This is an optimization exercise on Yosys and OpenROAD, whose aim is small area, a short achievable clock period and few clock cycles per item, not a production implementation.
Only simulation tests tie the RTL to the original design; equivalence was not proved.
Power and IR drop assume default switching activity.

## 08-04
==> flow/design.v <==
package stia_pkg;
    localparam int DEF_MAX_SLOTS    = 64;
    localparam int DEF_IDENT_BITS   = 16;
    localparam int DEF_PAYLOAD_BITS = 64;
    localparam int CFG_W       = 7;
    localparam int CMD_W       = 3;
    localparam int KEY_W       = 16;
    localparam int PAY_W       = 64;
    localparam int IDX_OUT_W   = 6;
    localparam int ID_OUT_W    = 16;
    localparam int IN_TDATA_W  = 80;
    localparam int OUT_TDATA_W = 88;
    localparam logic [CFG_W-1:0] ACTIVE_RESET = 7'd64;
    localparam logic [CMD_W-1:0] CMD_CLEAR  = 3'd0;
    localparam logic [CMD_W-1:0] CMD_ADD    = 3'd1;
    localparam logic [CMD_W-1:0] CMD_REMOVE = 3'd2;
    localparam logic [CMD_W-1:0] CMD_MODIFY = 3'd3;
    localparam logic [CMD_W-1:0] CMD_FIND   = 3'd4;
    localparam logic [1:0] ST_IDLE = 2'd0;
    localparam logic [1:0] ST_SCAN = 2'd1;
    localparam logic [1:0] ST_DONE = 2'd2;
endpackage
module stia_store #(
    parameter int DEPTH  = 64,
    parameter int ID_W   = 16,
    parameter int DATA_W = 64
) (
    input  logic              aclk,
    input  logic [DEPTH-1:0]  ident_we,
    input  logic [ID_W-1:0]   wr_ident,
    input  logic [DEPTH-1:0]  data_we,
    input  logic [DATA_W-1:0] wr_data,
    input  logic [ID_W-1:0]   cmp_key,
    output logic [DEPTH-1:0]  eq,
    input  logic [DEPTH-1:0]  rd_sel,
    output logic [DATA_W-1:0] rd_data
);
    logic [ID_W-1:0]   ident_q [DEPTH];
    logic [DATA_W-1:0] data_q  [DEPTH];
    for (genvar i = 0; i < DEPTH; i++) begin : g_slot
        always_ff @(posedge aclk) begin
            if (ident_we[i]) begin
                ident_q[i] <= wr_ident;
            end
            if (data_we[i]) begin
                data_q[i] <= wr_data;
            end
        end
        assign eq[i] = (ident_q[i] == cmp_key);
    end
    always_comb begin
        rd_data = '0;
        for (int i = 0; i < DEPTH; i++) begin
            rd_data = rd_data | (data_q[i] & {DATA_W{rd_sel[i]}});
        end
    end
endmodule
module slot_table_with_id_alloc_top #(
    parameter int MAX_SLOTS    = stia_pkg::DEF_MAX_SLOTS,
    parameter int IDENT_BITS   = stia_pkg::DEF_IDENT_BITS,
    parameter int PAYLOAD_BITS = stia_pkg::DEF_PAYLOAD_BITS
) (
    input  logic                               aclk,
    input  logic                               aresetn,
    input  logic                               cfg_wr_en,
    input  logic [stia_pkg::CFG_W-1:0]         cfg_wr_data,
    input  logic                               s_tvalid,
    output logic                               s_tready,
    input  logic [stia_pkg::IN_TDATA_W-1:0]    s_tdata,   
    input  logic [stia_pkg::CMD_W-1:0]         s_tuser,   
    output logic                               m_tvalid,
    input  logic                               m_tready,
    output logic [stia_pkg::OUT_TDATA_W-1:0]   m_tdata,   
    output logic                               m_tuser    
);
    localparam int N     = MAX_SLOTS;
    localparam int IDX_W = $clog2(MAX_SLOTS);
    localparam int LVL   = $clog2(MAX_SLOTS);
    localparam int IW    = IDENT_BITS;
    localparam int PW    = PAYLOAD_BITS;
    localparam int CW    = stia_pkg::CFG_W;
    logic [CW-1:0] active_reg;
    logic [N-1:0]  act_mask;
    always_ff @(posedge aclk) begin
        if (!aresetn) begin
            active_reg <= stia_pkg::ACTIVE_RESET;
        end else if (cfg_wr_en) begin
            active_reg <= cfg_wr_data;
        end
    end
    always_comb begin
        for (int i = 0; i < N; i++) begin
            act_mask[i] = ((CW + 1)'(i) < (CW + 1)'(active_reg));
        end
    end
    logic run;           
    logic o_vld;
    assign run      = !o_vld || m_tready;
    assign s_tready = run;
    logic                       i_vld;
    logic [stia_pkg::CMD_W-1:0] i_cmd;
    logic [IW-1:0]              i_key;
    logic [PW-1:0]              i_pay;
    assign i_vld = s_tvalid;
    assign i_cmd = s_tuser;
    assign i_key = s_tdata[stia_pkg::KEY_W-1:0];
    assign i_pay = s_tdata[stia_pkg::KEY_W +: PW];
    logic i_add, i_srch, i_rem, i_mod, i_clr;
    assign i_add  = i_vld && (i_cmd == stia_pkg::CMD_ADD);
    assign i_rem  = i_vld && (i_cmd == stia_pkg::CMD_REMOVE);
    assign i_mod  = i_vld && (i_cmd == stia_pkg::CMD_MODIFY);
    assign i_srch = i_vld && ((i_cmd == stia_pkg::CMD_REMOVE) ||
                              (i_cmd == stia_pkg::CMD_MODIFY) ||
                              (i_cmd == stia_pkg::CMD_FIND));
    assign i_clr  = i_vld && (i_cmd == stia_pkg::CMD_CLEAR) && act_mask[0];
    logic [N-1:0]  valid_reg;
    logic [IW-1:0] nid_reg;
    logic [N-1:0]  ident_we, data_we;
    logic [N-1:0]  eq;
    logic [N-1:0]  rd_sel;
    logic [PW-1:0] rd_data;
    logic          e_vld, e_add, e_rem, e_mod, e_clr;
    logic [IW-1:0] e_key;
    logic [PW-1:0] e_pay;
    logic [N-1:0]  e_cand;
    logic [N-1:0]  first;
    logic [N-1:0]  valid_next;
    logic          key_eq_new;
    logic [N-1:0]  cand_next;
    assign key_eq_new = (i_key == nid_reg);
    always_comb begin
        for (int i = 0; i < N; i++) begin
            if (i_add) begin
                cand_next[i] = act_mask[i] && !valid_next[i];
            end else begin
                cand_next[i] = act_mask[i] && i_srch && valid_next[i] &&
                               (ident_we[i] ? key_eq_new : eq[i]);
            end
        end
    end
    always_ff @(posedge aclk) begin
        if (!aresetn) begin
            e_vld <= 1'b0;
            e_add <= 1'b0;
            e_rem <= 1'b0;
            e_mod <= 1'b0;
            e_clr <= 1'b0;
        end else if (run) begin
            e_vld <= i_vld;
            e_add <= i_add;
            e_rem <= i_rem;
            e_mod <= i_mod;
            e_clr <= i_clr;
        end
    end
    always_ff @(posedge aclk) begin
        if (run) begin
            e_key  <= i_key;
            e_pay  <= i_pay;
            e_cand <= cand_next;
        end
    end
    logic [N-1:0] pre [LVL+1];
    logic         hit;
    logic [IDX_W-1:0] hit_idx;
    always_comb begin
        pre[0] = e_cand;
        for (int k = 0; k < LVL; k++) begin
            for (int i = 0; i < N; i++) begin
                if (i >= (1 << k)) begin
                    pre[k+1][i] = pre[k][i] | pre[k][i - (1 << k)];
                end else begin
                    pre[k+1][i] = pre[k][i];
                end
            end
        end
        first = e_cand & ~{pre[LVL][N-2:0], 1'b0};
        hit   = pre[LVL][N-1];
        hit_idx = '0;
        for (int i = 0; i < N; i++) begin
            if (first[i]) begin
                hit_idx = hit_idx | IDX_W'(i);
            end
        end
    end
    assign ident_we = first & {N{run && e_add}};
    assign data_we  = first & {N{run && (e_add || e_mod)}};
    always_comb begin
        if (e_clr) begin
            valid_next = valid_reg & ~act_mask;
        end else begin
            valid_next = valid_reg ^ (first & {N{e_add || e_rem}});
        end
    end
    always_ff @(posedge aclk) begin
        if (!aresetn) begin
            valid_reg <= '0;
            nid_reg   <= IW'(1);
        end else if (run) begin
            valid_reg <= valid_next;
            if (e_add && hit) begin
                nid_reg <= nid_reg + IW'(1);
            end
        end
    end
    logic             r_vld, r_ok, r_hit;
    logic [IDX_W-1:0] r_idx;
    logic [N-1:0]     r_sel;
    logic [IW-1:0]    r_id;
    always_ff @(posedge aclk) begin
        if (!aresetn) begin
            r_vld <= 1'b0;
        end else if (run) begin
            r_vld <= e_vld;
        end
    end
    always_ff @(posedge aclk) begin
        if (run) begin
            r_ok  <= hit || e_clr;
            r_hit <= hit;
            r_idx <= hit_idx;
            r_sel <= first;
            r_id  <= e_add ? nid_reg : e_key;
        end
    end
    assign rd_sel = r_sel;
    stia_store #(
        .DEPTH  (N),
        .ID_W   (IW),
        .DATA_W (PW)
    ) u_store (
        .aclk     (aclk),
        .ident_we (ident_we),
        .wr_ident (nid_reg),
        .data_we  (data_we),
        .wr_data  (e_pay),
        .cmp_key  (i_key),
        .eq       (eq),
        .rd_sel   (rd_sel),
        .rd_data  (rd_data)
    );
    logic [stia_pkg::IDX_OUT_W-1:0] res_idx;
    logic [stia_pkg::ID_OUT_W-1:0]  res_id;
    logic [stia_pkg::PAY_W-1:0]     res_pay;
    assign res_idx = stia_pkg::IDX_OUT_W'(r_idx);
    assign res_id  = r_hit ? stia_pkg::ID_OUT_W'(r_id) : '0;
    assign res_pay = stia_pkg::PAY_W'(rd_data);
    logic                           o_ok;
    logic [stia_pkg::IDX_OUT_W-1:0] o_idx;
    logic [stia_pkg::ID_OUT_W-1:0]  o_id;
    logic [stia_pkg::PAY_W-1:0]     o_pay;
    always_ff @(posedge aclk) begin
        if (!aresetn) begin
            o_vld <= 1'b0;
        end else if (run) begin
            o_vld <= r_vld;
        end
    end
    always_ff @(posedge aclk) begin
        if (run) begin
            o_ok  <= r_ok;
            o_idx <= res_idx;
            o_id  <= res_id;
            o_pay <= res_pay;
        end
    end
    assign m_tvalid = o_vld;
    assign m_tuser  = o_ok;
    assign m_tdata  = {2'b00, o_pay, o_id, o_idx};
endmodule
Settings: LEC_CHECK=0, CAP_MARGIN=20, CORE_MARGIN=2, CORE_UTILIZATION=45, CTS_CLUSTER_DIAMETER=100, CTS_CLUSTER_SIZE=24, PLACE_DENSITY=0.5, SETUP_SLACK_MARGIN=1.8, SLEW_MARGIN=20; clock period 5.0 ns.
run.sh (not shown) runs the stock make flow with config.mk's settings and CLKGATE_MAP_FILE= SYNTH_SCRIPT=/design/flow/synth_recipe.tcl, a recipe that flattens the netlist after the stock synthesis.
Testbench counts of 08-04, summed over its fixed seeds: cycles 8,024, items 8,000.
Input changes introduced in 05-05 (baseline for comparison: 08-04):
- PLACE_DENSITY now 0.62, was 0.5
- SETUP_SLACK_MARGIN now 1.9, was 1.8
- CORE_UTILIZATION now 52, was 45
--- outcome ---
- 05-05 completed; timing, DRC and antenna clean
- Delta (05-05 minus 08-04): post-cts resize count saw an increase, CTS clock-pin slew for the worst setup and hold paths saw little to no change.
- Compared with 08-04, 05-05 shows a higher final period utilization.
- Going from 08-04 to 05-05, total power stayed essentially flat, die area fell by 62000 um^2, number of clock-tree buffers in the layout rose by about 3.3%, count of plain and timing-repair buffers in the layout rose by 16%.
- Number of signal-net inverters in the final layout, 08-04 and 05-05: higher on 05-05
- Half-perimeter wire length after detailed placement for 05-05 is lower than for 08-04.

[afterwards: timing with drivers on the ports]
In the flow no input, the clock included, has a driving cell. The finished layouts below were timed again as built, in two steps.
Step 1, drivers: a clkbuf_16 drives aclk and a buf_2 each remaining input, both assumed.
Step 2 adds t to the input delays and takes it off the output delays; t is the mean of the earliest and latest rising clock arrival at the registers after step 1. Input paths then give back, and output paths get back, about the clock's delay inside the block.
Three values: no drivers, after step 1, after step 2; two values: the first two.
run	t (ns)	slack for setup (ns)	hold slack, ns	slew at the worst register clock pin (ns)	cell pins on the clock port's net
08-04	1.112	1.667 / 1.667 / 0.827	0.404 / 0.320 / 0.451	0.11 / 0.11	1
05-05	1.096	1.605 / 1.605 / 1.043	0.439 / 0.373 / 0.439	0.11 / 0.11	1
After both steps every run listed still meets setup and hold. The setup slack of 08-04, which loses most, moves by 0.000 ns with the drivers and by -0.840 ns with both steps.
